Background: an optimization exercise with open tools, aiming at small area. Do not read the settings as production practice. Function was not checked in any run shown here: the RTL went through the layout flow alone.

## flow/design.v (module list and top-level ports; edited modules follow where they fit)
// module complex_butterfly_bfp: 4187 lines
module complex_butterfly_bfp #(
  parameter int IWL1    = 16,
  parameter int IWL2    = 16,
  parameter int OWL     = 16,
  parameter int LATENCY = 4,
  parameter int EXPW    = 5
) (
  input  logic            clk,
  input  logic            rst,
  input  logic            strb_in,
  input  logic [1:0]      mode,
  input  logic [IWL1-1:0] din1_re,
  input  logic [IWL1-1:0] din1_im,
  input  logic [IWL2-1:0] din2_re,
  input  logic [IWL2-1:0] din2_im,
  input  logic [IWL1-1:0] din3_re,
  input  logic [IWL1-1:0] din3_im,
  input  logic            stage_clr,
  input  logic            frame_start,
  output logic [OWL-1:0]  dout1_re,
  output logic [OWL-1:0]  dout1_im,
  output logic [OWL-1:0]  dout2_re,
  output logic [OWL-1:0]  dout2_im,
  output logic            strb_out,
  output logic            sat_out,
  output logic            grow,
  output logic [EXPW-1:0] blk_exp,
  output logic            busy,
  output logic            clr_err
);
  // ...
==> flow/run.sh <==
#!/bin/bash
# synth_recipe.tcl (not shown) runs the flow's synth.tcl, then flattens the netlist and writes it again
# the make line also repeats each setting of config.mk as NAME=value (left out here)
make -C /OpenROAD-flow-scripts/flow DESIGN_CONFIG=/design/flow/config.mk WORK_HOME=/design/flow/orfs CLKGATE_MAP_FILE= SYNTH_SCRIPT=/design/flow/synth_recipe.tcl finish
==> flow/config.mk <==
export PLATFORM = sky130hd
export DESIGN_NAME = complex_butterfly_bfp
export DESIGN_NICKNAME = complex_butterfly_bfp
export VERILOG_FILES = /design/flow/design.v
export SDC_FILE = /design/flow/constraint.sdc
export NUM_CORES = 4
export LEC_CHECK = 0
export ABC_AREA = 1
export CAP_MARGIN = 20
export CORE_MARGIN = 2
export CORE_UTILIZATION = 40
export SLEW_MARGIN = 20
==> flow/constraint.sdc <==
create_clock -name core_clock -period 11.0 [get_ports {clk}]
set_input_delay 2.2000 -clock core_clock [delete_from_list [all_inputs] [get_ports {clk}]]
set_output_delay 2.2000 -clock core_clock [all_outputs]
set_load 0.01 [all_outputs]
==> results.sh, run 1 <==
export IMPL_cts_tree="yes"
export IMPL_syn2layout_area_growth_pct=11.2
export IMPL_yosysWarnings=1
export IMPL_numCtsBuffers=28
export IMPL_met3_length_um=10600
export IMPL_netlist_area_leader_share=0.323
export IMPL_post_place_ws_ps=1100
export IMPL_syn_area_per_cell_um2=8.94
export IMPL_wire_per_inst_um=22.0
export IMPL_post_cts_repair_setup_buffers=0
export IMPL_outcome="complete, no violations"
export IMPL_seqAreaFraction=0.151
export IMPL_insertedDiodeCount=2
export IMPL_hold_buffers=0
export IMPL_slew_headroom=0.240
export IMPL_dr_first_iter_drc_count=2623
export IMPL_slowest_delay_ps=780
export IMPL_hold_path_class="reg2reg"
export IMPL_cp_depth=28
export IMPL_final_common_cell="inv_1"
export IMPL_rsz0062_at_grt="no"
export IMPL_yosysUniqueCellTypes=42
export IMPL_die_h_um=292
export IMPL_yosys_area_share_adder=0.379
export IMPL_clkLatencyLatePin_ps=560
export IMPL_dr_pass1_iters=6
export IMPL_top_layer_used="met5"
export IMPL_wl_met2_um=46500
export IMPL_nFillCells=7968
export IMPL_start_kind="input pin"
export IMPL_synth_simple_gate_area_frac=0.0603
export IMPL_grt_pass1_wl_um=165000
export IMPL_clockNetworkAreaShare=0.0241
export IMPL_nonClockBufferCount=300
export IMPL_ff2ff_path_depth=24
export IMPL_grt_max_degree=90
export IMPL_met1Wirelength_um=44300
export IMPL_hold_ws_ps=309
export IMPL_crit_path_end_kind="register"
==> inputs of run 2 (changes only) <==
--- a/flow/design.v
+++ b/flow/design.v
@@ -1844,143 +1844,143 @@
   logic G1803;
   logic P1804;
   logic G1805;
   logic P1806;
   logic G1807;
   logic P1808;
   logic G1809;
   logic P1810;
-  logic sum1811;
-  logic sum1812;
-  logic sum1813;
-  logic sum1814;
-  logic sum1815;
-  logic sum1816;
-  logic sum1817;
-  logic sum1818;
-  logic sum1819;
-  logic sum1820;
-  logic sum1821;
-  logic sum1822;
-  logic sum1823;
-  logic sum1824;
-  logic sum1825;
-  logic sum1826;
-  logic sum1827;
-  logic g1828;
-  logic g1829;
-  logic g1830;
-  logic g1831;
-  logic g1832;
-  logic g1833;
-  logic g1834;
-  logic g1835;
-  logic g1836;
-  logic g1837;
-  logic g1838;
-  logic g1839;
-  logic g1840;
-  logic g1841;
-  logic g1842;
-  logic g1843;
-  logic g1844;
-  logic g1845;
-  logic g1846;
-  logic g1847;
-  logic g1848;
-  logic g1849;
-  logic g1850;
-  logic g1851;
-  logic g1852;
-  logic g1853;
-  logic g1854;
-  logic g1855;
-  logic g1856;
-  logic g1857;
-  logic g1858;
-  logic g1859;
-  logic p1860;
-  logic p1861;
-  logic p1862;
-  logic p1863;
-  logic p1864;
-  logic p1865;
-  logic p1866;
-  logic p1867;
-  logic p1868;
-  logic p1869;
-  logic p1870;
-  logic p1871;
-  logic p1872;
-  logic p1873;
-  logic p1874;
-  logic p1875;
-  logic p1876;
-  logic p1877;
-  logic p1878;
-  logic p1879;
-  logic p1880;
-  logic p1881;
-  logic p1882;
-  logic p1883;
-  logic p1884;
-  logic p1885;
-  logic p1886;
-  logic p1887;
-  logic p1888;
-  logic p1889;
-  logic p1890;
-  logic p1891;
-  logic G1892;
-  logic P1893;
-  logic G1894;
-  logic P1895;
-  logic G1896;
-  logic P1897;
-  logic G1898;
-  logic P1899;
-  logic G1900;
-  logic P1901;
-  logic G1902;
-  logic P1903;
-  logic G1904;
-  logic P1905;
-  logic G1906;
-  logic P1907;
-  logic G1908;
-  logic P1909;
-  logic G1910;
-  logic P1911;
-  logic G1912;
-  logic P1913;
-  logic G1914;
-  logic P1915;
-  logic G1916;
-  logic P1917;
-  logic G1918;
-  logic P1919;
-  logic G1920;
-  logic P1921;
-  logic G1922;
-  logic P1923;
-  logic G1924;
-  logic P1925;
-  logic G1926;
-  logic P1927;
-  logic G1928;
-  logic P1929;
-  logic G1930;
-  logic P1931;
-  logic G1932;
-  logic P1933;
-  logic G1934;
-  logic P1935;
-  logic G1936;
-  logic P1937;
+  logic G1811;
+  logic P1812;
+  logic G1813;
+  logic P1814;
+  logic G1815;
+  logic P1816;
+  logic G1817;
+  logic P1818;
+  logic G1819;
+  logic P1820;
+  logic G1821;
+  logic P1822;
+  logic G1823;
+  logic P1824;
+  logic G1825;
+  logic P1826;
+  logic G1827;
+  logic P1828;
+  logic G1829;
+  logic P1830;
+  logic G1831;
+  logic P1832;
+  logic G1833;
+  logic P1834;
+  logic G1835;
+  logic P1836;
+  logic G1837;
+  logic P1838;
+  logic G1839;
+  logic P1840;
+  logic G1841;
+  logic P1842;
+  logic G1843;
+  logic P1844;
+  logic G1845;
+  logic P1846;
+  logic G1847;
+  logic P1848;
+  logic G1849;
+  logic P1850;
+  logic G1851;
+  logic P1852;
+  logic G1853;
+  logic P1854;
+  logic G1855;
+  logic P1856;
+  logic sum1857;
+  logic sum1858;
+  logic sum1859;
+  logic sum1860;
+  logic sum1861;
+  logic sum1862;
+  logic sum1863;
+  logic sum1864;
+  logic sum1865;
+  logic sum1866;
+  logic sum1867;
+  logic sum1868;
+  logic sum1869;
+  logic sum1870;
+  logic sum1871;
+  logic sum1872;
+  logic sum1873;
+  logic g1874;
+  logic g1875;
+  logic g1876;
+  logic g1877;
+  logic g1878;
+  logic g1879;
+  logic g1880;
+  logic g1881;
+  logic g1882;
+  logic g1883;
+  logic g1884;
+  logic g1885;
+  logic g1886;
+  logic g1887;
+  logic g1888;
+  logic g1889;
+  logic g1890;
+  logic g1891;
+  logic g1892;
+  logic g1893;
+  logic g1894;
+  logic g1895;
+  logic g1896;
+  logic g1897;
+  logic g1898;
+  logic g1899;
+  logic g1900;
+  logic g1901;
+  logic g1902;
+  logic g1903;
+  logic g1904;
+  logic g1905;
+  logic p1906;
+  logic p1907;
+  logic p1908;
+  logic p1909;
+  logic p1910;
+  logic p1911;
+  logic p1912;
+  logic p1913;
+  logic p1914;
+  logic p1915;
+  logic p1916;
+  logic p1917;
+  logic p1918;
+  logic p1919;
+  logic p1920;
+  logic p1921;
+  logic p1922;
+  logic p1923;
+  logic p1924;
+  logic p1925;
+  logic p1926;
+  logic p1927;
+  logic p1928;
+  logic p1929;
+  logic p1930;
+  logic p1931;
+  logic p1932;
+  logic p1933;
+  logic p1934;
+  logic p1935;
+  logic p1936;
+  logic p1937;
   logic G1938;
   logic P1939;
   logic G1940;
   logic P1941;
   logic G1942;
   logic P1943;
   logic G1944;
   logic P1945;
@@ -2039,33 +2039,125 @@
   logic G1998;
   logic P1999;
   logic G2000;
   logic P2001;
   logic G2002;
   logic P2003;
   logic G2004;
   logic P2005;
-  logic sum2006;
-  logic sum2007;
-  logic sum2008;
-  logic sum2009;
-  logic sum2010;
-  logic sum2011;
-  logic sum2012;
-  logic sum2013;
-  logic sum2014;
-  logic sum2015;
-  logic sum2016;
-  logic sum2017;
-  logic sum2018;
-  logic sum2019;
-  logic sum2020;
-  logic sum2021;
-  logic sum2022;
+  logic G2006;
+  logic P2007;
+  logic G2008;
+  logic P2009;
+  logic G2010;
+  logic P2011;
+  logic G2012;
+  logic P2013;
+  logic G2014;
+  logic P2015;
+  logic G2016;
+  logic P2017;
+  logic G2018;
+  logic P2019;
+  logic G2020;
+  logic P2021;
+  logic G2022;
+  logic P2023;
+  logic G2024;
+  logic P2025;
+  logic G2026;
+  logic P2027;
+  logic G2028;
+  logic P2029;
+  logic G2030;
+  logic P2031;
+  logic G2032;
+  logic P2033;
+  logic G2034;
+  logic P2035;
+  logic G2036;
+  logic P2037;
+  logic G2038;
+  logic P2039;
+  logic G2040;
+  logic P2041;
+  logic G2042;
+  logic P2043;
+  logic G2044;
+  logic P2045;
+  logic G2046;
+  logic P2047;
+  logic G2048;
+  logic P2049;
+  logic G2050;
+  logic P2051;
+  logic G2052;
+  logic P2053;
+  logic G2054;
+  logic P2055;
+  logic G2056;
+  logic P2057;
+  logic G2058;
+  logic P2059;
+  logic G2060;
+  logic P2061;
+  logic G2062;
+  logic P2063;
+  logic G2064;
+  logic P2065;
+  logic G2066;
+  logic P2067;
+  logic G2068;
+  logic P2069;
+  logic G2070;
+  logic P2071;
+  logic G2072;
+  logic P2073;
+  logic G2074;
+  logic P2075;
+  logic G2076;
+  logic P2077;
+  logic G2078;
+  logic P2079;
+  logic G2080;
+  logic P2081;
+  logic G2082;
+  logic P2083;
+  logic G2084;
+  logic P2085;
+  logic G2086;
+  logic P2087;
+  logic G2088;
+  logic P2089;
+  logic G2090;
+  logic P2091;
+  logic G2092;
+  logic P2093;
+  logic G2094;
+  logic P2095;
+  logic G2096;
+  logic P2097;
+  logic sum2098;
+  logic sum2099;
+  logic sum2100;
+  logic sum2101;
+  logic sum2102;
+  logic sum2103;
+  logic sum2104;
+  logic sum2105;
+  logic sum2106;
+  logic sum2107;
+  logic sum2108;
+  logic sum2109;
+  logic sum2110;
+  logic sum2111;
+  logic sum2112;
+  logic sum2113;
+  logic sum2114;
   assign one1 = w_re[0] ^ 1'b0;
   assign two2 = (w_re[1] & ~w_re[0] & ~1'b0) | (~w_re[1] & w_re[0] & 1'b0);
   assign pp3 = (one1 & b_re[0]) ^ w_re[1];
   assign pp4 = ((one1 & b_re[1]) | (two2 & b_re[0])) ^ w_re[1];
   assign pp5 = ((one1 & b_re[2]) | (two2 & b_re[1])) ^ w_re[1];
   assign pp6 = ((one1 & b_re[3]) | (two2 & b_re[2])) ^ w_re[1];
   assign pp7 = ((one1 & b_re[4]) | (two2 & b_re[3])) ^ w_re[1];
   assign pp8 = ((one1 & b_re[5]) | (two2 & b_re[4])) ^ w_re[1];
@@ -3784,312 +3876,404 @@
   assign G1721 = g1658 | (p1690 & g1657);
   assign P1722 = p1690 & p1689;
   assign G1723 = g1660 | (p1692 & g1659);
   assign P1724 = p1692 & p1691;
   assign G1725 = g1662 | (p1694 & g1661);
   assign P1726 = p1694 & p1693;
   assign G1727 = g1664 | (p1696 & g1663);
   assign P1728 = p1696 & p1695;
-  assign G1729 = G1699 | (P1700 & G1697);
-  assign P1730 = P1700 & P1698;
-  assign G1731 = G1703 | (P1704 & G1701);
-  assign P1732 = P1704 & P1702;
-  assign G1733 = G1707 | (P1708 & G1705);
-  assign P1734 = P1708 & P1706;
-  assign G1735 = G1711 | (P1712 & G1709);
-  assign P1736 = P1712 & P1710;
-  assign G1737 = G1715 | (P1716 & G1713);
-  assign P1738 = P1716 & P1714;
-  assign G1739 = G1719 | (P1720 & G1717);
-  assign P1740 = P1720 & P1718;
-  assign G1741 = G1723 | (P1724 & G1721);
-  assign P1742 = P1724 & P1722;
-  assign G1743 = G1727 | (P1728 & G1725);
-  assign P1744 = P1728 & P1726;
-  assign G1745 = G1731 | (P1732 & G1729);
-  assign P1746 = P1732 & P1730;
-  assign G1747 = G1735 | (P1736 & G1733);
-  assign P1748 = P1736 & P1734;
-  assign G1749 = G1739 | (P1740 & G1737);
-  assign P1750 = P1740 & P1738;
-  assign G1751 = G1743 | (P1744 & G1741);
-  assign P1752 = P1744 & P1742;
-  assign G1753 = G1747 | (P1748 & G1745);
-  assign P1754 = P1748 & P1746;
-  assign G1755 = G1751 | (P1752 & G1749);
-  assign P1756 = P1752 & P1750;
-  assign G1757 = G1755 | (P1756 & G1753);
-  assign P1758 = P1756 & P1754;
-  assign G1759 = G1749 | (P1750 & G1753);
-  assign P1760 = P1750 & P1754;
-  assign G1761 = G1733 | (P1734 & G1745);
-  assign P1762 = P1734 & P1746;
-  assign G1763 = G1737 | (P1738 & G1753);
-  assign P1764 = P1738 & P1754;
-  assign G1765 = G1741 | (P1742 & G1759);
-  assign P1766 = P1742 & P1760;
-  assign G1767 = G1701 | (P1702 & G1729);
-  assign P1768 = P1702 & P1730;
-  assign G1769 = G1705 | (P1706 & G1745);
-  assign P1770 = P1706 & P1746;
-  assign G1771 = G1709 | (P1710 & G1761);
-  assign P1772 = P1710 & P1762;
-  assign G1773 = G1713 | (P1714 & G1753);
-  assign P1774 = P1714 & P1754;
-  assign G1775 = G1717 | (P1718 & G1763);
-  assign P1776 = P1718 & P1764;
-  assign G1777 = G1721 | (P1722 & G1759);
-  assign P1778 = P1722 & P1760;
-  assign G1779 = G1725 | (P1726 & G1765);
-  assign P1780 = P1726 & P1766;
-  assign G1781 = g1635 | (p1667 & G1697);
-  assign P1782 = p1667 & P1698;
-  assign G1783 = g1637 | (p1669 & G1729);
-  assign P1784 = p1669 & P1730;
-  assign G1785 = g1639 | (p1671 & G1767);
-  assign P1786 = p1671 & P1768;
-  assign G1787 = g1641 | (p1673 & G1745);
-  assign P1788 = p1673 & P1746;
-  assign G1789 = g1643 | (p1675 & G1769);
-  assign P1790 = p1675 & P1770;
-  assign G1791 = g1645 | (p1677 & G1761);
-  assign P1792 = p1677 & P1762;
-  assign G1793 = g1647 | (p1679 & G1771);
-  assign P1794 = p1679 & P1772;
-  assign G1795 = g1649 | (p1681 & G1753);
-  assign P1796 = p1681 & P1754;
-  assign G1797 = g1651 | (p1683 & G1773);
-  assign P1798 = p1683 & P1774;
-  assign G1799 = g1653 | (p1685 & G1763);
-  assign P1800 = p1685 & P1764;
-  assign G1801 = g1655 | (p1687 & G1775);
-  assign P1802 = p1687 & P1776;
-  assign G1803 = g1657 | (p1689 & G1759);
-  assign P1804 = p1689 & P1760;
-  assign G1805 = g1659 | (p1691 & G1777);
-  assign P1806 = p1691 & P1778;
-  assign G1807 = g1661 | (p1693 & G1765);
-  assign P1808 = p1693 & P1766;
-  assign G1809 = g1663 | (p1695 & G1779);
-  assign P1810 = p1695 & P1780;
-  assign sum1811 = p1680 ^ G1793;
-  assign sum1812 = p1681 ^ G1753;
-  assign sum1813 = p1682 ^ G1795;
-  assign sum1814 = p1683 ^ G1773;
-  assign sum1815 = p1684 ^ G1797;
-  assign sum1816 = p1685 ^ G1763;
-  assign sum1817 = p1686 ^ G1799;
-  assign sum1818 = p1687 ^ G1775;
-  assign sum1819 = p1688 ^ G1801;
-  assign sum1820 = p1689 ^ G1759;
-  assign sum1821 = p1690 ^ G1803;
-  assign sum1822 = p1691 ^ G1777;
-  assign sum1823 = p1692 ^ G1805;
-  assign sum1824 = p1693 ^ G1765;
-  assign sum1825 = p1694 ^ G1807;
-  assign sum1826 = p1695 ^ G1779;
-  assign sum1827 = p1696 ^ G1809;
-  assign g1828 = s1571 & pp977;
-  assign g1829 = c1572 & s1573;
-  assign g1830 = c1574 & s1575;
-  assign g1831 = c1576 & s1577;
-  assign g1832 = c1578 & s1579;
-  assign g1833 = c1580 & s1581;
-  assign g1834 = c1582 & s1583;
-  assign g1835 = c1584 & s1585;
-  assign g1836 = c1586 & s1587;
-  assign g1837 = c1588 & s1589;
-  assign g1838 = c1590 & s1591;
-  assign g1839 = c1592 & s1593;
-  assign g1840 = c1594 & s1595;
-  assign g1841 = c1596 & s1597;
-  assign g1842 = c1598 & s1599;
-  assign g1843 = c1600 & s1601;
-  assign g1844 = c1602 & s1603;
-  assign g1845 = c1604 & s1605;
-  assign g1846 = c1606 & s1607;
-  assign g1847 = c1608 & s1609;
-  assign g1848 = c1610 & s1611;
-  assign g1849 = c1612 & s1613;
-  assign g1850 = c1614 & s1615;
-  assign g1851 = c1616 & s1617;
-  assign g1852 = c1618 & s1619;
-  assign g1853 = c1620 & s1621;
-  assign g1854 = c1622 & s1623;
-  assign g1855 = c1624 & s1625;
-  assign g1856 = c1626 & s1627;
-  assign g1857 = c1628 & s1629;
-  assign g1858 = c1630 & s1631;
-  assign g1859 = c1632 & c1570;
-  assign p1860 = s1571 ^ pp977;
-  assign p1861 = c1572 ^ s1573;
-  assign p1862 = c1574 ^ s1575;
-  assign p1863 = c1576 ^ s1577;
-  assign p1864 = c1578 ^ s1579;
-  assign p1865 = c1580 ^ s1581;
-  assign p1866 = c1582 ^ s1583;
-  assign p1867 = c1584 ^ s1585;
-  assign p1868 = c1586 ^ s1587;
-  assign p1869 = c1588 ^ s1589;
-  assign p1870 = c1590 ^ s1591;
-  assign p1871 = c1592 ^ s1593;
-  assign p1872 = c1594 ^ s1595;
-  assign p1873 = c1596 ^ s1597;
-  assign p1874 = c1598 ^ s1599;
-  assign p1875 = c1600 ^ s1601;
-  assign p1876 = c1602 ^ s1603;
-  assign p1877 = c1604 ^ s1605;
-  assign p1878 = c1606 ^ s1607;
-  assign p1879 = c1608 ^ s1609;
-  assign p1880 = c1610 ^ s1611;
-  assign p1881 = c1612 ^ s1613;
-  assign p1882 = c1614 ^ s1615;
-  assign p1883 = c1616 ^ s1617;
-  assign p1884 = c1618 ^ s1619;
-  assign p1885 = c1620 ^ s1621;
-  assign p1886 = c1622 ^ s1623;
-  assign p1887 = c1624 ^ s1625;
-  assign p1888 = c1626 ^ s1627;
-  assign p1889 = c1628 ^ s1629;
-  assign p1890 = c1630 ^ s1631;
-  assign p1891 = c1632 ^ c1570;
-  assign G1892 = g1829 | (p1861 & g1828);
-  assign P1893 = p1861 & p1860;
-  assign G1894 = g1831 | (p1863 & g1830);
-  assign P1895 = p1863 & p1862;
-  assign G1896 = g1833 | (p1865 & g1832);
-  assign P1897 = p1865 & p1864;
-  assign G1898 = g1835 | (p1867 & g1834);
-  assign P1899 = p1867 & p1866;
-  assign G1900 = g1837 | (p1869 & g1836);
-  assign P1901 = p1869 & p1868;
-  assign G1902 = g1839 | (p1871 & g1838);
-  assign P1903 = p1871 & p1870;
-  assign G1904 = g1841 | (p1873 & g1840);
-  assign P1905 = p1873 & p1872;
-  assign G1906 = g1843 | (p1875 & g1842);
-  assign P1907 = p1875 & p1874;
-  assign G1908 = g1845 | (p1877 & g1844);
-  assign P1909 = p1877 & p1876;
-  assign G1910 = g1847 | (p1879 & g1846);
-  assign P1911 = p1879 & p1878;
-  assign G1912 = g1849 | (p1881 & g1848);
-  assign P1913 = p1881 & p1880;
-  assign G1914 = g1851 | (p1883 & g1850);
-  assign P1915 = p1883 & p1882;
-  assign G1916 = g1853 | (p1885 & g1852);
-  assign P1917 = p1885 & p1884;
-  assign G1918 = g1855 | (p1887 & g1854);
-  assign P1919 = p1887 & p1886;
-  assign G1920 = g1857 | (p1889 & g1856);
-  assign P1921 = p1889 & p1888;
-  assign G1922 = g1859 | (p1891 & g1858);
-  assign P1923 = p1891 & p1890;
-  assign G1924 = G1894 | (P1895 & G1892);
-  assign P1925 = P1895 & P1893;
-  assign G1926 = G1898 | (P1899 & G1896);
-  assign P1927 = P1899 & P1897;
-  assign G1928 = G1902 | (P1903 & G1900);
-  assign P1929 = P1903 & P1901;
-  assign G1930 = G1906 | (P1907 & G1904);
-  assign P1931 = P1907 & P1905;
-  assign G1932 = G1910 | (P1911 & G1908);
-  assign P1933 = P1911 & P1909;
-  assign G1934 = G1914 | (P1915 & G1912);
-  assign P1935 = P1915 & P1913;
-  assign G1936 = G1918 | (P1919 & G1916);
-  assign P1937 = P1919 & P1917;
-  assign G1938 = G1922 | (P1923 & G1920);
-  assign P1939 = P1923 & P1921;
-  assign G1940 = G1926 | (P1927 & G1924);
-  assign P1941 = P1927 & P1925;
-  assign G1942 = G1930 | (P1931 & G1928);
-  assign P1943 = P1931 & P1929;
-  assign G1944 = G1934 | (P1935 & G1932);
-  assign P1945 = P1935 & P1933;
-  assign G1946 = G1938 | (P1939 & G1936);
-  assign P1947 = P1939 & P1937;
-  assign G1948 = G1942 | (P1943 & G1940);
-  assign P1949 = P1943 & P1941;
-  assign G1950 = G1946 | (P1947 & G1944);
-  assign P1951 = P1947 & P1945;
-  assign G1952 = G1950 | (P1951 & G1948);
-  assign P1953 = P1951 & P1949;
-  assign G1954 = G1944 | (P1945 & G1948);
-  assign P1955 = P1945 & P1949;
-  assign G1956 = G1928 | (P1929 & G1940);
-  assign P1957 = P1929 & P1941;
-  assign G1958 = G1932 | (P1933 & G1948);
-  assign P1959 = P1933 & P1949;
-  assign G1960 = G1936 | (P1937 & G1954);
-  assign P1961 = P1937 & P1955;
-  assign G1962 = G1896 | (P1897 & G1924);
-  assign P1963 = P1897 & P1925;
-  assign G1964 = G1900 | (P1901 & G1940);
-  assign P1965 = P1901 & P1941;
-  assign G1966 = G1904 | (P1905 & G1956);
-  assign P1967 = P1905 & P1957;
-  assign G1968 = G1908 | (P1909 & G1948);
-  assign P1969 = P1909 & P1949;
-  assign G1970 = G1912 | (P1913 & G1958);
-  assign P1971 = P1913 & P1959;
-  assign G1972 = G1916 | (P1917 & G1954);
-  assign P1973 = P1917 & P1955;
-  assign G1974 = G1920 | (P1921 & G1960);
-  assign P1975 = P1921 & P1961;
-  assign G1976 = g1830 | (p1862 & G1892);
-  assign P1977 = p1862 & P1893;
-  assign G1978 = g1832 | (p1864 & G1924);
-  assign P1979 = p1864 & P1925;
-  assign G1980 = g1834 | (p1866 & G1962);
-  assign P1981 = p1866 & P1963;
-  assign G1982 = g1836 | (p1868 & G1940);
-  assign P1983 = p1868 & P1941;
-  assign G1984 = g1838 | (p1870 & G1964);
-  assign P1985 = p1870 & P1965;
-  assign G1986 = g1840 | (p1872 & G1956);
-  assign P1987 = p1872 & P1957;
-  assign G1988 = g1842 | (p1874 & G1966);
-  assign P1989 = p1874 & P1967;
-  assign G1990 = g1844 | (p1876 & G1948);
-  assign P1991 = p1876 & P1949;
-  assign G1992 = g1846 | (p1878 & G1968);
-  assign P1993 = p1878 & P1969;
-  assign G1994 = g1848 | (p1880 & G1958);
-  assign P1995 = p1880 & P1959;
-  assign G1996 = g1850 | (p1882 & G1970);
-  assign P1997 = p1882 & P1971;
-  assign G1998 = g1852 | (p1884 & G1954);
-  assign P1999 = p1884 & P1955;
-  assign G2000 = g1854 | (p1886 & G1972);
-  assign P2001 = p1886 & P1973;
-  assign G2002 = g1856 | (p1888 & G1960);
-  assign P2003 = p1888 & P1961;
-  assign G2004 = g1858 | (p1890 & G1974);
-  assign P2005 = p1890 & P1975;
-  assign sum2006 = p1875 ^ G1988;
-  assign sum2007 = p1876 ^ G1948;
-  assign sum2008 = p1877 ^ G1990;
-  assign sum2009 = p1878 ^ G1968;
-  assign sum2010 = p1879 ^ G1992;
-  assign sum2011 = p1880 ^ G1958;
-  assign sum2012 = p1881 ^ G1994;
-  assign sum2013 = p1882 ^ G1970;
-  assign sum2014 = p1883 ^ G1996;
-  assign sum2015 = p1884 ^ G1954;
-  assign sum2016 = p1885 ^ G1998;
-  assign sum2017 = p1886 ^ G1972;
-  assign sum2018 = p1887 ^ G2000;
-  assign sum2019 = p1888 ^ G1960;
-  assign sum2020 = p1889 ^ G2002;
-  assign sum2021 = p1890 ^ G1974;
-  assign sum2022 = p1891 ^ G2004;
-  assign q_re_d = {sum1827, sum1826, sum1825, sum1824, sum1823, sum1822, sum1821, sum1820, sum1819, sum1818, sum1817, sum1816, sum1815, sum1814, sum1813, sum1812, sum1811};
-  assign q_im_d = {sum2022, sum2021, sum2020, sum2019, sum2018, sum2017, sum2016, sum2015, sum2014, sum2013, sum2012, sum2011, sum2010, sum2009, sum2008, sum2007, sum2006};
+  assign G1729 = g1635 | (p1667 & G1697);
+  assign P1730 = p1667 & P1698;
+  assign G1731 = G1699 | (P1700 & G1697);
+  assign P1732 = P1700 & P1698;
+  assign G1733 = g1639 | (p1671 & G1701);
+  assign P1734 = p1671 & P1702;
+  assign G1735 = G1703 | (P1704 & G1701);
+  assign P1736 = P1704 & P1702;
+  assign G1737 = g1643 | (p1675 & G1705);
+  assign P1738 = p1675 & P1706;
+  assign G1739 = G1707 | (P1708 & G1705);
+  assign P1740 = P1708 & P1706;
+  assign G1741 = g1647 | (p1679 & G1709);
+  assign P1742 = p1679 & P1710;
+  assign G1743 = G1711 | (P1712 & G1709);
+  assign P1744 = P1712 & P1710;
+  assign G1745 = g1651 | (p1683 & G1713);
+  assign P1746 = p1683 & P1714;
+  assign G1747 = G1715 | (P1716 & G1713);
+  assign P1748 = P1716 & P1714;
+  assign G1749 = g1655 | (p1687 & G1717);
+  assign P1750 = p1687 & P1718;
+  assign G1751 = G1719 | (P1720 & G1717);
+  assign P1752 = P1720 & P1718;
+  assign G1753 = g1659 | (p1691 & G1721);
+  assign P1754 = p1691 & P1722;
+  assign G1755 = G1723 | (P1724 & G1721);
+  assign P1756 = P1724 & P1722;
+  assign G1757 = g1663 | (p1695 & G1725);
+  assign P1758 = p1695 & P1726;
+  assign G1759 = G1727 | (P1728 & G1725);
+  assign P1760 = P1728 & P1726;
+  assign G1761 = g1637 | (p1669 & G1731);
+  assign P1762 = p1669 & P1732;
+  assign G1763 = G1701 | (P1702 & G1731);
+  assign P1764 = P1702 & P1732;
+  assign G1765 = G1733 | (P1734 & G1731);
+  assign P1766 = P1734 & P1732;
+  assign G1767 = G1735 | (P1736 & G1731);
+  assign P1768 = P1736 & P1732;
+  assign G1769 = g1645 | (p1677 & G1739);
+  assign P1770 = p1677 & P1740;
+  assign G1771 = G1709 | (P1710 & G1739);
+  assign P1772 = P1710 & P1740;
+  assign G1773 = G1741 | (P1742 & G1739);
+  assign P1774 = P1742 & P1740;
+  assign G1775 = G1743 | (P1744 & G1739);
+  assign P1776 = P1744 & P1740;
+  assign G1777 = g1653 | (p1685 & G1747);
+  assign P1778 = p1685 & P1748;
+  assign G1779 = G1717 | (P1718 & G1747);
+  assign P1780 = P1718 & P1748;
+  assign G1781 = G1749 | (P1750 & G1747);
+  assign P1782 = P1750 & P1748;
+  assign G1783 = G1751 | (P1752 & G1747);
+  assign P1784 = P1752 & P1748;
+  assign G1785 = g1661 | (p1693 & G1755);
+  assign P1786 = p1693 & P1756;
+  assign G1787 = G1725 | (P1726 & G1755);
+  assign P1788 = P1726 & P1756;
+  assign G1789 = G1757 | (P1758 & G1755);
+  assign P1790 = P1758 & P1756;
+  assign G1791 = G1759 | (P1760 & G1755);
+  assign P1792 = P1760 & P1756;
+  assign G1793 = g1641 | (p1673 & G1767);
+  assign P1794 = p1673 & P1768;
+  assign G1795 = G1705 | (P1706 & G1767);
+  assign P1796 = P1706 & P1768;
+  assign G1797 = G1737 | (P1738 & G1767);
+  assign P1798 = P1738 & P1768;
+  assign G1799 = G1739 | (P1740 & G1767);
+  assign P1800 = P1740 & P1768;
+  assign G1801 = G1769 | (P1770 & G1767);
+  assign P1802 = P1770 & P1768;
+  assign G1803 = G1771 | (P1772 & G1767);
+  assign P1804 = P1772 & P1768;
+  assign G1805 = G1773 | (P1774 & G1767);
+  assign P1806 = P1774 & P1768;
+  assign G1807 = G1775 | (P1776 & G1767);
+  assign P1808 = P1776 & P1768;
+  assign G1809 = g1657 | (p1689 & G1783);
+  assign P1810 = p1689 & P1784;
+  assign G1811 = G1721 | (P1722 & G1783);
+  assign P1812 = P1722 & P1784;
+  assign G1813 = G1753 | (P1754 & G1783);
+  assign P1814 = P1754 & P1784;
+  assign G1815 = G1755 | (P1756 & G1783);
+  assign P1816 = P1756 & P1784;
+  assign G1817 = G1785 | (P1786 & G1783);
+  assign P1818 = P1786 & P1784;
+  assign G1819 = G1787 | (P1788 & G1783);
+  assign P1820 = P1788 & P1784;
+  assign G1821 = G1789 | (P1790 & G1783);
+  assign P1822 = P1790 & P1784;
+  assign G1823 = G1791 | (P1792 & G1783);
+  assign P1824 = P1792 & P1784;
+  assign G1825 = g1649 | (p1681 & G1807);
+  assign P1826 = p1681 & P1808;
+  assign G1827 = G1713 | (P1714 & G1807);
+  assign P1828 = P1714 & P1808;
+  assign G1829 = G1745 | (P1746 & G1807);
+  assign P1830 = P1746 & P1808;
+  assign G1831 = G1747 | (P1748 & G1807);
+  assign P1832 = P1748 & P1808;
+  assign G1833 = G1777 | (P1778 & G1807);
+  assign P1834 = P1778 & P1808;
+  assign G1835 = G1779 | (P1780 & G1807);
+  assign P1836 = P1780 & P1808;
+  assign G1837 = G1781 | (P1782 & G1807);
+  assign P1838 = P1782 & P1808;
+  assign G1839 = G1783 | (P1784 & G1807);
+  assign P1840 = P1784 & P1808;
+  assign G1841 = G1809 | (P1810 & G1807);
+  assign P1842 = P1810 & P1808;
+  assign G1843 = G1811 | (P1812 & G1807);
+  assign P1844 = P1812 & P1808;
+  assign G1845 = G1813 | (P1814 & G1807);
+  assign P1846 = P1814 & P1808;
+  assign G1847 = G1815 | (P1816 & G1807);
+  assign P1848 = P1816 & P1808;
+  assign G1849 = G1817 | (P1818 & G1807);
+  assign P1850 = P1818 & P1808;
+  assign G1851 = G1819 | (P1820 & G1807);
+  assign P1852 = P1820 & P1808;
+  assign G1853 = G1821 | (P1822 & G1807);
+  assign P1854 = P1822 & P1808;
+  assign G1855 = G1823 | (P1824 & G1807);
+  assign P1856 = P1824 & P1808;
+  assign sum1857 = p1680 ^ G1805;
+  assign sum1858 = p1681 ^ G1807;
+  assign sum1859 = p1682 ^ G1825;
+  assign sum1860 = p1683 ^ G1827;
+  assign sum1861 = p1684 ^ G1829;
+  assign sum1862 = p1685 ^ G1831;
+  assign sum1863 = p1686 ^ G1833;
+  assign sum1864 = p1687 ^ G1835;
+  assign sum1865 = p1688 ^ G1837;
+  assign sum1866 = p1689 ^ G1839;
+  assign sum1867 = p1690 ^ G1841;
+  assign sum1868 = p1691 ^ G1843;
+  assign sum1869 = p1692 ^ G1845;
+  assign sum1870 = p1693 ^ G1847;
+  assign sum1871 = p1694 ^ G1849;
+  assign sum1872 = p1695 ^ G1851;
+  assign sum1873 = p1696 ^ G1853;
+  assign g1874 = s1571 & pp977;
+  assign g1875 = c1572 & s1573;
+  assign g1876 = c1574 & s1575;
+  assign g1877 = c1576 & s1577;
+  assign g1878 = c1578 & s1579;
+  assign g1879 = c1580 & s1581;
+  assign g1880 = c1582 & s1583;
+  assign g1881 = c1584 & s1585;
+  assign g1882 = c1586 & s1587;
+  assign g1883 = c1588 & s1589;
+  assign g1884 = c1590 & s1591;
+  assign g1885 = c1592 & s1593;
+  assign g1886 = c1594 & s1595;
+  assign g1887 = c1596 & s1597;
+  assign g1888 = c1598 & s1599;
+  assign g1889 = c1600 & s1601;
+  assign g1890 = c1602 & s1603;
+  assign g1891 = c1604 & s1605;
+  assign g1892 = c1606 & s1607;
+  assign g1893 = c1608 & s1609;
+  assign g1894 = c1610 & s1611;
+  assign g1895 = c1612 & s1613;
+  assign g1896 = c1614 & s1615;
+  assign g1897 = c1616 & s1617;
+  assign g1898 = c1618 & s1619;
+  assign g1899 = c1620 & s1621;
+  assign g1900 = c1622 & s1623;
+  assign g1901 = c1624 & s1625;
+  assign g1902 = c1626 & s1627;
+  assign g1903 = c1628 & s1629;
+  assign g1904 = c1630 & s1631;
+  assign g1905 = c1632 & c1570;
+  assign p1906 = s1571 ^ pp977;
+  assign p1907 = c1572 ^ s1573;
+  assign p1908 = c1574 ^ s1575;
+  assign p1909 = c1576 ^ s1577;
+  assign p1910 = c1578 ^ s1579;
+  assign p1911 = c1580 ^ s1581;
+  assign p1912 = c1582 ^ s1583;
+  assign p1913 = c1584 ^ s1585;
+  assign p1914 = c1586 ^ s1587;
+  assign p1915 = c1588 ^ s1589;
+  assign p1916 = c1590 ^ s1591;
+  assign p1917 = c1592 ^ s1593;
+  assign p1918 = c1594 ^ s1595;
+  assign p1919 = c1596 ^ s1597;
+  assign p1920 = c1598 ^ s1599;
+  assign p1921 = c1600 ^ s1601;
+  assign p1922 = c1602 ^ s1603;
+  assign p1923 = c1604 ^ s1605;
+  assign p1924 = c1606 ^ s1607;
+  assign p1925 = c1608 ^ s1609;
+  assign p1926 = c1610 ^ s1611;
+  assign p1927 = c1612 ^ s1613;
+  assign p1928 = c1614 ^ s1615;
+  assign p1929 = c1616 ^ s1617;
+  assign p1930 = c1618 ^ s1619;
+  assign p1931 = c1620 ^ s1621;
+  assign p1932 = c1622 ^ s1623;
+  assign p1933 = c1624 ^ s1625;
+  assign p1934 = c1626 ^ s1627;
+  assign p1935 = c1628 ^ s1629;
+  assign p1936 = c1630 ^ s1631;
+  assign p1937 = c1632 ^ c1570;
+  assign G1938 = g1875 | (p1907 & g1874);
+  assign P1939 = p1907 & p1906;
+  assign G1940 = g1877 | (p1909 & g1876);
+  assign P1941 = p1909 & p1908;
+  assign G1942 = g1879 | (p1911 & g1878);
+  assign P1943 = p1911 & p1910;
+  assign G1944 = g1881 | (p1913 & g1880);
+  assign P1945 = p1913 & p1912;
+  assign G1946 = g1883 | (p1915 & g1882);
+  assign P1947 = p1915 & p1914;
+  assign G1948 = g1885 | (p1917 & g1884);
+  assign P1949 = p1917 & p1916;
+  assign G1950 = g1887 | (p1919 & g1886);
+  assign P1951 = p1919 & p1918;
+  assign G1952 = g1889 | (p1921 & g1888);
+  assign P1953 = p1921 & p1920;
+  assign G1954 = g1891 | (p1923 & g1890);
+  assign P1955 = p1923 & p1922;
+  assign G1956 = g1893 | (p1925 & g1892);
+  assign P1957 = p1925 & p1924;
+  assign G1958 = g1895 | (p1927 & g1894);
+  assign P1959 = p1927 & p1926;
+  assign G1960 = g1897 | (p1929 & g1896);
+  assign P1961 = p1929 & p1928;
+  assign G1962 = g1899 | (p1931 & g1898);
+  assign P1963 = p1931 & p1930;
+  assign G1964 = g1901 | (p1933 & g1900);
+  assign P1965 = p1933 & p1932;
+  assign G1966 = g1903 | (p1935 & g1902);
+  assign P1967 = p1935 & p1934;
+  assign G1968 = g1905 | (p1937 & g1904);
+  assign P1969 = p1937 & p1936;
+  assign G1970 = g1876 | (p1908 & G1938);
+  assign P1971 = p1908 & P1939;
+  assign G1972 = G1940 | (P1941 & G1938);
+  assign P1973 = P1941 & P1939;
+  assign G1974 = g1880 | (p1912 & G1942);
+  assign P1975 = p1912 & P1943;
+  assign G1976 = G1944 | (P1945 & G1942);
+  assign P1977 = P1945 & P1943;
+  assign G1978 = g1884 | (p1916 & G1946);
+  assign P1979 = p1916 & P1947;
+  assign G1980 = G1948 | (P1949 & G1946);
+  assign P1981 = P1949 & P1947;
+  assign G1982 = g1888 | (p1920 & G1950);
+  assign P1983 = p1920 & P1951;
+  assign G1984 = G1952 | (P1953 & G1950);
+  assign P1985 = P1953 & P1951;
+  assign G1986 = g1892 | (p1924 & G1954);
+  assign P1987 = p1924 & P1955;
+  assign G1988 = G1956 | (P1957 & G1954);
+  assign P1989 = P1957 & P1955;
+  assign G1990 = g1896 | (p1928 & G1958);
+  assign P1991 = p1928 & P1959;
+  assign G1992 = G1960 | (P1961 & G1958);
+  assign P1993 = P1961 & P1959;
+  assign G1994 = g1900 | (p1932 & G1962);
+  assign P1995 = p1932 & P1963;
+  assign G1996 = G1964 | (P1965 & G1962);
+  assign P1997 = P1965 & P1963;
+  assign G1998 = g1904 | (p1936 & G1966);
+  assign P1999 = p1936 & P1967;
+  assign G2000 = G1968 | (P1969 & G1966);
+  assign P2001 = P1969 & P1967;
+  assign G2002 = g1878 | (p1910 & G1972);
+  assign P2003 = p1910 & P1973;
+  assign G2004 = G1942 | (P1943 & G1972);
+  assign P2005 = P1943 & P1973;
+  assign G2006 = G1974 | (P1975 & G1972);
+  assign P2007 = P1975 & P1973;
+  assign G2008 = G1976 | (P1977 & G1972);
+  assign P2009 = P1977 & P1973;
+  assign G2010 = g1886 | (p1918 & G1980);
+  assign P2011 = p1918 & P1981;
+  assign G2012 = G1950 | (P1951 & G1980);
+  assign P2013 = P1951 & P1981;
+  assign G2014 = G1982 | (P1983 & G1980);
+  assign P2015 = P1983 & P1981;
+  assign G2016 = G1984 | (P1985 & G1980);
+  assign P2017 = P1985 & P1981;
+  assign G2018 = g1894 | (p1926 & G1988);
+  assign P2019 = p1926 & P1989;
+  assign G2020 = G1958 | (P1959 & G1988);
+  assign P2021 = P1959 & P1989;
+  assign G2022 = G1990 | (P1991 & G1988);
+  assign P2023 = P1991 & P1989;
+  assign G2024 = G1992 | (P1993 & G1988);
+  assign P2025 = P1993 & P1989;
+  assign G2026 = g1902 | (p1934 & G1996);
+  assign P2027 = p1934 & P1997;
+  assign G2028 = G1966 | (P1967 & G1996);
+  assign P2029 = P1967 & P1997;
+  assign G2030 = G1998 | (P1999 & G1996);
+  assign P2031 = P1999 & P1997;
+  assign G2032 = G2000 | (P2001 & G1996);
+  assign P2033 = P2001 & P1997;
+  assign G2034 = g1882 | (p1914 & G2008);
+  assign P2035 = p1914 & P2009;
+  assign G2036 = G1946 | (P1947 & G2008);
+  assign P2037 = P1947 & P2009;
+  assign G2038 = G1978 | (P1979 & G2008);
+  assign P2039 = P1979 & P2009;
+  assign G2040 = G1980 | (P1981 & G2008);
+  assign P2041 = P1981 & P2009;
+  assign G2042 = G2010 | (P2011 & G2008);
+  assign P2043 = P2011 & P2009;
+  assign G2044 = G2012 | (P2013 & G2008);
+  assign P2045 = P2013 & P2009;
+  assign G2046 = G2014 | (P2015 & G2008);
+  assign P2047 = P2015 & P2009;
+  assign G2048 = G2016 | (P2017 & G2008);
+  assign P2049 = P2017 & P2009;
+  assign G2050 = g1898 | (p1930 & G2024);
+  assign P2051 = p1930 & P2025;
+  assign G2052 = G1962 | (P1963 & G2024);
+  assign P2053 = P1963 & P2025;
+  assign G2054 = G1994 | (P1995 & G2024);
+  assign P2055 = P1995 & P2025;
+  assign G2056 = G1996 | (P1997 & G2024);
+  assign P2057 = P1997 & P2025;
+  assign G2058 = G2026 | (P2027 & G2024);
+  assign P2059 = P2027 & P2025;
+  assign G2060 = G2028 | (P2029 & G2024);
+  assign P2061 = P2029 & P2025;
+  assign G2062 = G2030 | (P2031 & G2024);
+  assign P2063 = P2031 & P2025;
+  assign G2064 = G2032 | (P2033 & G2024);
+  assign P2065 = P2033 & P2025;
+  assign G2066 = g1890 | (p1922 & G2048);
+  assign P2067 = p1922 & P2049;
+  assign G2068 = G1954 | (P1955 & G2048);
+  assign P2069 = P1955 & P2049;
+  assign G2070 = G1986 | (P1987 & G2048);
+  assign P2071 = P1987 & P2049;
+  assign G2072 = G1988 | (P1989 & G2048);
+  assign P2073 = P1989 & P2049;
+  assign G2074 = G2018 | (P2019 & G2048);
+  assign P2075 = P2019 & P2049;
+  assign G2076 = G2020 | (P2021 & G2048);
+  assign P2077 = P2021 & P2049;
+  assign G2078 = G2022 | (P2023 & G2048);
+  assign P2079 = P2023 & P2049;
+  assign G2080 = G2024 | (P2025 & G2048);
+  assign P2081 = P2025 & P2049;
+  assign G2082 = G2050 | (P2051 & G2048);
+  assign P2083 = P2051 & P2049;
+  assign G2084 = G2052 | (P2053 & G2048);
+  assign P2085 = P2053 & P2049;
+  assign G2086 = G2054 | (P2055 & G2048);
+  assign P2087 = P2055 & P2049;
+  assign G2088 = G2056 | (P2057 & G2048);
+  assign P2089 = P2057 & P2049;
+  assign G2090 = G2058 | (P2059 & G2048);
+  assign P2091 = P2059 & P2049;
+  assign G2092 = G2060 | (P2061 & G2048);
+  assign P2093 = P2061 & P2049;
+  assign G2094 = G2062 | (P2063 & G2048);
+  assign P2095 = P2063 & P2049;
+  assign G2096 = G2064 | (P2065 & G2048);
+  assign P2097 = P2065 & P2049;
+  assign sum2098 = p1921 ^ G2046;
+  assign sum2099 = p1922 ^ G2048;
+  assign sum2100 = p1923 ^ G2066;
+  assign sum2101 = p1924 ^ G2068;
+  assign sum2102 = p1925 ^ G2070;
+  assign sum2103 = p1926 ^ G2072;
+  assign sum2104 = p1927 ^ G2074;
+  assign sum2105 = p1928 ^ G2076;
+  assign sum2106 = p1929 ^ G2078;
+  assign sum2107 = p1930 ^ G2080;
+  assign sum2108 = p1931 ^ G2082;
+  assign sum2109 = p1932 ^ G2084;
+  assign sum2110 = p1933 ^ G2086;
+  assign sum2111 = p1934 ^ G2088;
+  assign sum2112 = p1935 ^ G2090;
+  assign sum2113 = p1936 ^ G2092;
+  assign sum2114 = p1937 ^ G2094;
+  assign q_re_d = {sum1873, sum1872, sum1871, sum1870, sum1869, sum1868, sum1867, sum1866, sum1865, sum1864, sum1863, sum1862, sum1861, sum1860, sum1859, sum1858, sum1857};
+  assign q_im_d = {sum2114, sum2113, sum2112, sum2111, sum2110, sum2109, sum2108, sum2107, sum2106, sum2105, sum2104, sum2103, sum2102, sum2101, sum2100, sum2099, sum2098};
   function automatic logic [16:0] add_rnd(input logic [15:0] a, input logic r0, input logic r1);
     logic [16:0] ax;
     logic c;
     ax = {a[15], a};
     add_rnd[0] = ax[0] ^ r0;
     c = (ax[0] & r0) | r1;
     for (int k = 1; k < 17; k++) begin
       add_rnd[k] = ax[k] ^ c;
==> run 2 against run 1 <==
Flip-flop and latch count unchanged. Clock skew down 11 ps. Area after synthesis up 1.6%. Critical path depth down 4.
==> results.sh, run 2 <==
export IMPL_ff2ff_path_depth=25
export IMPL_synthFlopType="dfxtp_1"
export IMPL_hp_start="w3[55]$_DFF_P_"
export IMPL_grt_max_degree=86
export IMPL_finalSetupTns_ps=0
export IMPL_syn2layout_area_growth_pct=11.0
export IMPL_syn_cell_area_mm2=0.0337
export IMPL_ys_seq_area_frac=0.165
export IMPL_layout_common_cells="inv_1, fa_1, xor2_1"
export IMPL_synthTopCellsByCount="inv_1, fa_1, xor2_1, o22ai_1, nand2_1"
export IMPL_synth_edff_count=0
export IMPL_min_period_over_period=0.826
export IMPL_cp_max_fo=27
export IMPL_synth_top_cell_by_area="fa_1"
export IMPL_drv_cap=0
export IMPL_ctsRootBufferMaster="clkbuf_16"
export IMPL_yosysUniqueCellTypes=41
export IMPL_start_kind="input pin"
export IMPL_dr_pass1_iters=6
export IMPL_hold_path_class="reg2reg"
export IMPL_crit_slowest_cell="clkdlybuf4s50_1"
export IMPL_r2r_end="w3[45]$_DFF_P_"
export IMPL_portBuffers=176
export IMPL_antenna_found_initial=2
export IMPL_io_pins=177
export IMPL_first_global_vias=27600
export IMPL_critPathKind="in2reg"
export IMPL_reg2reg_slack_ps=2660
export IMPL_die_h_um=294
export IMPL_post_cts_repair_setup_buffers=0
export IMPL_cts_tree="yes"
export IMPL_drive_above_1_share=0.0505
export IMPL_crit_path_frequent_cell="nand2_1"
export IMPL_final_common_cell="inv_1"
export IMPL_place_detailed_hpwl_um=82000
export IMPL_slowest_delay_ps=900
export IMPL_finClkSkew_ps=17.7
export IMPL_final_core_util=0.447
export IMPL_final_nets=4693
export IMPL_dieArea_mm2=0.0865
export IMPL_reg_top3="w3 (65), w3b (65), w4 (65)"
export IMPL_worstHoldEndpoint="w3b[55]$_DFF_P_"
export IMPL_synth_nets=4681
export IMPL_dr_first_iter_drc_count=2852
export IMPL_wire_per_inst_um=21.5
export IMPL_vias=27600
export IMPL_place_gp_congestion=0.978
export IMPL_period_needed_ps=9090
export IMPL_cts_resized=0
export IMPL_grt_overflow=0
export IMPL_crit_path_end_kind="register"
export IMPL_cp_arrival_ps=9510
export IMPL_tightest_slew_ps=1170
export IMPL_synthCells=3908
export IMPL_cp_cell_sequence="clkdlybuf4s50_1, inv_2, o21ai_2, buf_4, o22ai_1, xor2_1, fa_1, fa_1, fa_1, fa_1, fa_1, fa_1, inv_1, ha_1, nand2_1, nand2_1, nand2_1, nand2_1, nand2_1, nand2_1, a21oi_1, nand2_1, nand2_1, nand2_1"
export IMPL_h_tree_depth=1
export IMPL_ys_top_cells_by_area="fa_1, dfxtp_1, xor2_1"
export IMPL_die_w_um=294
export IMPL_ant_nets=0
export IMPL_synth_most_common_cell="inv_1"
export IMPL_placed_cell_area_mm2=0.0364
export IMPL_yosysWarnings=1
export IMPL_slew_headroom=0.218
export IMPL_rr_startpoint="q_im[0]$_DFF_P_"
export IMPL_rows=106
export IMPL_grt_pass1_wl_um=166000
export IMPL_drv_slew=0
export IMPL_numCtsBuffers=27
export IMPL_clkLatencyLatePin_ps=530
export IMPL_fin_cells=5021
export IMPL_hold_buffers=0
export IMPL_crit_required_ps=11420
export IMPL_track_usage=0.249
export IMPL_drc=0
export IMPL_design_area_mm2=0.0374
export IMPL_async_flop_share=0
export IMPL_ys_ff_latch=277
export IMPL_cts_buffer_depth=3
export IMPL_nFillCells=8269
export IMPL_coreArea_mm2=0.0836
export IMPL_hold_violations=0
export IMPL_timing_fmax_mhz=110
export IMPL_place_inst=4971
export IMPL_outcome="complete, no violations"
export IMPL_rsz0062_at_grt="no"
export IMPL_wirelength_um=108000
export IMPL_cts_sinks=277
export IMPL_syn_area_per_cell_um2=8.61
export IMPL_min_delay_path_depth=0
export IMPL_setup_viol=0
export IMPL_netlist_area_leader_share=0.309
export IMPL_cts_reportedPaths_clkPinSlew_ps=60
export IMPL_start_util=0.403
export IMPL_viasPerCell=5.51
==> run 2: cell types whose count changed in the layout (fill, tap and decap cells not counted), moves of 12 or more <==
cell / delta
o211ai_1: +23
a21oi_1: +19
nand2_1: +105
xor2_1: -14
inv_2: -13
o21ai_1: -12
fa_1: -14
nor2_1: +25
inv_1: +49
o221ai_1: -12
nand3_1: +20
==> run 2: per-layer routing <==
metal | routed length (um) | up-vias | GRT usage
li1 | - | 12500 | -
met4 | 5820 | 2 | 0.116
met2 | 47700 | 1523 | 0.392
met3 | 10800 | 289 | 0.0476
met5 | 13 | - | 0
met1 | 43600 | 13300 | 0.332
==> run 2: worst max-delay path, delay by kind of cell <==
kind / cells / cell delay (ps)
and+or+nand+nor: 9 / 820
buffers and inverters: 4 / 1840
AOI/OAI and AO/OA: 3 / 940
adders and majority gates: 7 / 3380
xor gates and xnor gates: 1 / 290
==> run 2: worst max-delay path by stage <==
stage	start	end	slack, ps	cells after the start
final	din2_re[9]	q_re[10]$_DFF_P_	1910	24
after global routing	din2_re[9]	q_re[16]$_DFF_P_	1580	23
after CTS	din2_re[9]	q_re[10]$_DFF_P_	2020	24
after detailed placement	din2_re[9]	q_re[10]$_DFF_P_	1470	24
after global placement	din2_re[9]	q_re[16]$_DFF_P_	1560	24
after floorplan	din2_re[9]	q_re[2]$_DFF_P_	3120	25
==> run 2: layout make-up <==
type / count / area, um^2 / area share
clock inverter: 12 / 171 / 0.00459
clock buffer: 37 / 783 / 0.0210
inverter: 683 / 2570 / 0.0688
tap: 1080 / 1350 / 0.0362
multi-input combinational: 2642 / 24300 / 0.651
timing repair buffer: 289 / 2610 / 0.0699
antenna: 1 / 2.50 / 0.0000670
sequential: 277 / 5550 / 0.148
==> run 2: through the flow <==
stage                     setup slack (ps)  hold slack [ps]
after floorplan                       3120              310
after global placement                1560              311
after detailed placement              1470              312
after CTS                             2020              324
after global routing                  1580              324
final                                 1910              322
==> run 2: cells by family after synthesis <==
group / share of synthesized area
AO/OA/AOI/OAI: 0.144
XOR/XNOR: 0.134
adder cells (fa/ha/maj): 0.365
buffers and inverters: 0.114
flip-flops: 0.165
AND/OR/NAND/NOR: 0.0777

-- separate check: timing with driven ports --
Ports are ideal in the flow. The routed layouts listed here were re-timed in OpenROAD. Step 1 assumes that a clkbuf_16 drives the clock port and a buf_2 every other input. Step 2, shift: input delay + t, output delay - t, t = (earliest + latest rising clock arrival at the registers) / 2. This alone moves slack from input paths to output paths. Three values: ideal, step 1, step 2; two values: the first two.
run	shift t [ns]	setup WS [ns]	worst register clock-pin slew, ns	worst data-port slew with drivers (ns)	pins driven straight from the clock port
run 1	0.603	1.632 / 1.636 / 1.034	0.06 / 0.06	0.10	1
run 2	0.576	1.913 / 1.939 / 1.363	0.07 / 0.07	0.10	1
After both steps every run listed still meets setup and hold. For run 1, which loses most, drivers alone change the setup slack by +0.004 ns; drivers and shift together by -0.598 ns.
